This is an optimization exercise on Yosys and OpenROAD, whose aim is small area, not a production implementation.
In this exercise RTL edits were held to simulation tests only and were not proved equivalent to the original.
Power figures rest on the tool's default switching activity, not on a simulated workload. The flow treats the clock pin as an ideal source, which a real chip does not have.

Design fft_sequencer, start of the top module:
module fft_sequencer
#(
    parameter int unsigned LOG2N = fft_sequencer_pkg::LOG2N,
    parameter int unsigned W     = fft_sequencer_pkg::W
) (
    input  logic               clk,
    input  logic               rst,
    input  logic               start,
    input  logic               in_valid,
    output logic               in_ready,
    input  logic [W-1:0]       in_re,
    input  logic [W-1:0]       in_im,
    output logic [STAGE_W-1:0] bf_stage,
    output logic [LOG2N-1:0]   bf_i,
    output logic [LOG2N-1:0]   bf_j,
    output logic [W-1:0]       bf_xir,
    output logic [W-1:0]       bf_xic,
    output logic [W-1:0]       bf_xjr,
    output logic [W-1:0]       bf_xjc,
    input  logic [W-1:0]       bf_yir,
    input  logic [W-1:0]       bf_yic,
    input  logic [W-1:0]       bf_yjr,
    input  logic [W-1:0]       bf_yjc,
    output logic               out_valid,
    input  logic               out_ready,
    output logic [W-1:0]       out_re,
    output logic [W-1:0]       out_im,
    output logic [LOG2N-1:0]   out_idx,
    output logic               busy,
    output logic               done
);
clock: 10.0 ns
lec_check: 0
cap_margin: 20
core_margin: 2
core_utilization: 50
place_density: 0.65
slew_margin: 20
synth_hierarchical: 1
synth_minimum_keep_size: 0
buffer_ports_args: -buffer_cell sky130_fd_sc_hd__buf_1
cts_args: -sink_clustering_enable -repair_clock_nets -dont_use_dummy_load -buf_list {sky130_fd_sc_hd__clkbuf_16} -sink_clustering_size 32 -sink_clustering_max_diameter 100
standard.sh (not shown) runs the stock make flow with config.mk's settings and CLKGATE_MAP_FILE= SYNTH_SCRIPT=/design/flow/synth_recipe.tcl, a recipe that flattens the netlist after the stock synthesis.
==> flow/flow/run.sh <==
#!/bin/bash
# Standard layout with these changes: the port buffers use the smallest buffer cell, and
# clock tree synthesis adds no dummy loads and uses larger sink clusters. ORFS writes
# each tool's log under orfs/logs; make's output goes to standard.log here.
set -euo pipefail
cat >> config.mk <<'EOC'
export BUFFER_PORTS_ARGS = -buffer_cell sky130_fd_sc_hd__buf_1
export CTS_ARGS = -sink_clustering_enable -repair_clock_nets -dont_use_dummy_load -buf_list {sky130_fd_sc_hd__clkbuf_16} -sink_clustering_size 32 -sink_clustering_max_diameter 100
EOC
bash standard.sh > standard.log 2>&1
Next try:
--- a/flow/flow/run.sh
+++ b/flow/flow/run.sh
@@ -7,3 +7,3 @@
 export BUFFER_PORTS_ARGS = -buffer_cell sky130_fd_sc_hd__buf_1
-export CTS_ARGS = -sink_clustering_enable -repair_clock_nets -dont_use_dummy_load -buf_list {sky130_fd_sc_hd__clkbuf_16} -sink_clustering_size 32 -sink_clustering_max_diameter 100
+export CTS_ARGS = -sink_clustering_enable -repair_clock_nets -dont_use_dummy_load -buf_list {sky130_fd_sc_hd__clkbuf_16} -sink_clustering_size 30 -sink_clustering_max_diameter 100
 EOC
==> flow/config.mk (replaced) <==
export PLATFORM = sky130hd
export DESIGN_NAME = fft_sequencer
export DESIGN_NICKNAME = fft_sequencer
export VERILOG_FILES = /design/flow/design.v
export SDC_FILE = /design/flow/constraint.sdc
export NUM_CORES = 4
export LEC_CHECK = 0
export CAP_MARGIN = 20
export CORE_MARGIN = 2
export CORE_UTILIZATION = 25
export PLACE_DENSITY = 0.5
export SLEW_MARGIN = 20
export SYNTH_HIERARCHICAL = 1
export SYNTH_MINIMUM_KEEP_SIZE = 0
export BUFFER_PORTS_ARGS = -buffer_cell sky130_fd_sc_hd__buf_1
export CTS_ARGS = -sink_clustering_enable -repair_clock_nets -dont_use_dummy_load -buf_list {sky130_fd_sc_hd__clkbuf_16} -sink_clustering_size 30 -sink_clustering_max_diameter 100
Effect:
- The changed run passed the timing, design-rule and antenna checks
- global-route usage is lower by 8.7 points
- design area is higher by 3.3%
- die area is higher by 98%
- area after synthesis stays the same
- flip-flop and latch count does not change
- power is higher by 1.3%

========
fft_sequencer, a different RTL version from the one above (not shown whole).
For scale: ~1000 flip-flops, ~0.031 mm^2 of cells after synthesis.
export LEC_CHECK = 0
export CAP_MARGIN = 0
export CORE_MARGIN = 2
export CORE_UTILIZATION = 50
export PLACE_DENSITY = 0.65
export SLEW_MARGIN = 0
export SYNTH_HIERARCHICAL = 1
export SYNTH_MINIMUM_KEEP_SIZE = 0
export BUFFER_PORTS_ARGS = -buffer_cell sky130_fd_sc_hd__buf_1
export CTS_ARGS = -sink_clustering_enable -repair_clock_nets -dont_use_dummy_load -buf_list {sky130_fd_sc_hd__clkbuf_16} -sink_clustering_size 32 -sink_clustering_max_diameter 100
create_clock -name core_clock -period 10.0 [get_ports {clk}]
==> flow/flow/run.sh <==
#!/bin/bash
# Standard layout with these changes: the port buffers use the smallest buffer cell, and
# clock tree synthesis adds no dummy loads and uses larger sink clusters. ORFS writes
# each tool's log under orfs/logs; make's output goes to standard.log here.
set -euo pipefail
cat >> config.mk <<'EOC'
export BUFFER_PORTS_ARGS = -buffer_cell sky130_fd_sc_hd__buf_1
export CTS_ARGS = -sink_clustering_enable -repair_clock_nets -dont_use_dummy_load -buf_list {sky130_fd_sc_hd__clkbuf_16} -sink_clustering_size 32 -sink_clustering_max_diameter 100
EOC
bash standard.sh > standard.log 2>&1
The starting point passed the timing, design-rule and antenna checks.
Rerun with:
CAP_MARGIN = 20   (was 0)
SLEW_MARGIN = 20   (was 0)
Routed wire length is about the same; worst setup slack is worse by 0.0074 ns; sequential power stays flat; first-iteration DRC count rose by 5.7%.

========
the previous run:
Another version of the RTL of fft_sequencer (not shown whole).
Size: about 2,500 cells after synthesis, ~1,000 flip-flops, ~220 I/O pins, ~0.032 mm^2 of cells after synthesis.
clock: 10.0 ns
lec_check: 0
cap_margin: 20
core_margin: 2
core_utilization: 70
place_density: 0.85
slew_margin: 20
synth_hierarchical: 1
synth_minimum_keep_size: 0
buffer_ports_args: -buffer_cell sky130_fd_sc_hd__buf_1
cts_args: -sink_clustering_enable -repair_clock_nets -dont_use_dummy_load -buf_list {sky130_fd_sc_hd__clkbuf_16} -sink_clustering_size 30 -sink_clustering_max_diameter 100
==> flow/flow/run.sh <==
#!/bin/bash
# Standard layout with these changes: the port buffers use the smallest buffer cell,
# clock tree synthesis adds no dummy loads and uses larger sink clusters
# ORFS writes each tool's log under orfs/logs; make's output goes to standard.log here.
set -euo pipefail
FLOW_DIR=$(pwd)/flow
cat >> config.mk <<EOC
export BUFFER_PORTS_ARGS = -buffer_cell sky130_fd_sc_hd__buf_1
export CTS_ARGS = -sink_clustering_enable -repair_clock_nets -dont_use_dummy_load -buf_list {sky130_fd_sc_hd__clkbuf_16} -sink_clustering_size 30 -sink_clustering_max_diameter 100

EOC
bash standard.sh > standard.log 2>&1
diff inputs: the previous run => the current run
==> flow/flow/run.sh <==
#!/bin/bash
# Standard layout with these changes: the port buffers use the smallest buffer cell, and
# clock tree synthesis adds no dummy loads and uses larger sink clusters. ORFS writes
# each tool's log under orfs/logs; make's output goes to standard.log here.
set -euo pipefail
cat >> config.mk <<'EOC'
export BUFFER_PORTS_ARGS = -buffer_cell sky130_fd_sc_hd__buf_1
export CTS_ARGS = -sink_clustering_enable -repair_clock_nets -dont_use_dummy_load -buf_list {sky130_fd_sc_hd__clkbuf_16} -sink_clustering_size 30 -sink_clustering_max_diameter 100
EOC
bash standard.sh > standard.log 2>&1
-- flow/config.mk --
<<< the previous run, line 10
export CORE_UTILIZATION = 70
export PLACE_DENSITY = 0.85
>>> the current run, line 10
export CORE_UTILIZATION = 25
export PLACE_DENSITY = 0.5
<<< the previous run, line 17

>>> the current run, line 17
## What came out
The current run finished every stage and its layout cleared the timing, design-rule and antenna checks.
The final layout from the previous run, which completed every stage, passed the timing, design-rule and antenna checks at the end of the flow.
On final clock period utilization by the worst path: the current run sits above the previous run.
Aggregate routed wire length: the current run > the previous run
Comparing the previous run with the current run, the combined flip-flop and latch cell area came out essentially unchanged.
The lower worst setup margin of the current run and the previous run is in the current run.
Looking at category of the critical setup timing path, the reg -> out result is from the previous run; the in -> reg one comes from the current run.
Diff the previous run -> the current run: routed metal-1 wire length now sits higher, register-to-register setup slack now sits higher, met1 routing resource usage after global routing now sits lower, synthesis-to-finish area growth now sits higher.

## re-timing with driven ports
How much do the figures lean on ideal ports? The routed layouts below were timed once more, with nothing changed but the port constraints.
Step 1 (the two cells are an assumption about what drives the block):
set clk [get_ports {clk}]
set_driving_cell -lib_cell sky130_fd_sc_hd__clkbuf_16 $clk
set_driving_cell -lib_cell sky130_fd_sc_hd__buf_2 [delete_from_list [all_inputs] $clk]
Step 2, shift: input delay + t, output delay - t, t = (earliest + latest rising clock arrival at the registers) / 2. This alone moves slack from input paths to output paths.
Slacks: no drivers / after step 1 / after step 2; pairs: no drivers / after step 1.
run | t, ns | setup WS [ns] | worst slew at a driven data input, ns
the first run of note 1 | 0.644 | 5.048 / 5.057 / 4.427 | 0.10
the second run of note 1 | 0.688 | 5.124 / 5.157 / 4.469 | 0.08
the first run of note 2 | 0.647 | 5.012 / 4.950 / 4.610 | 0.04
the second run of note 2 | 0.637 | 5.004 / 4.947 / 4.949 | 0.04
the previous run | 0.638 | 5.282 / 5.222 / 4.712 | 0.10
the current run | 0.675 | 5.172 / 5.208 / 4.533 | 0.11
After both steps every run listed still meets setup and hold. The setup slack of the second run of note 1, which loses most, moves by +0.033 ns with the drivers and by -0.655 ns with both steps.
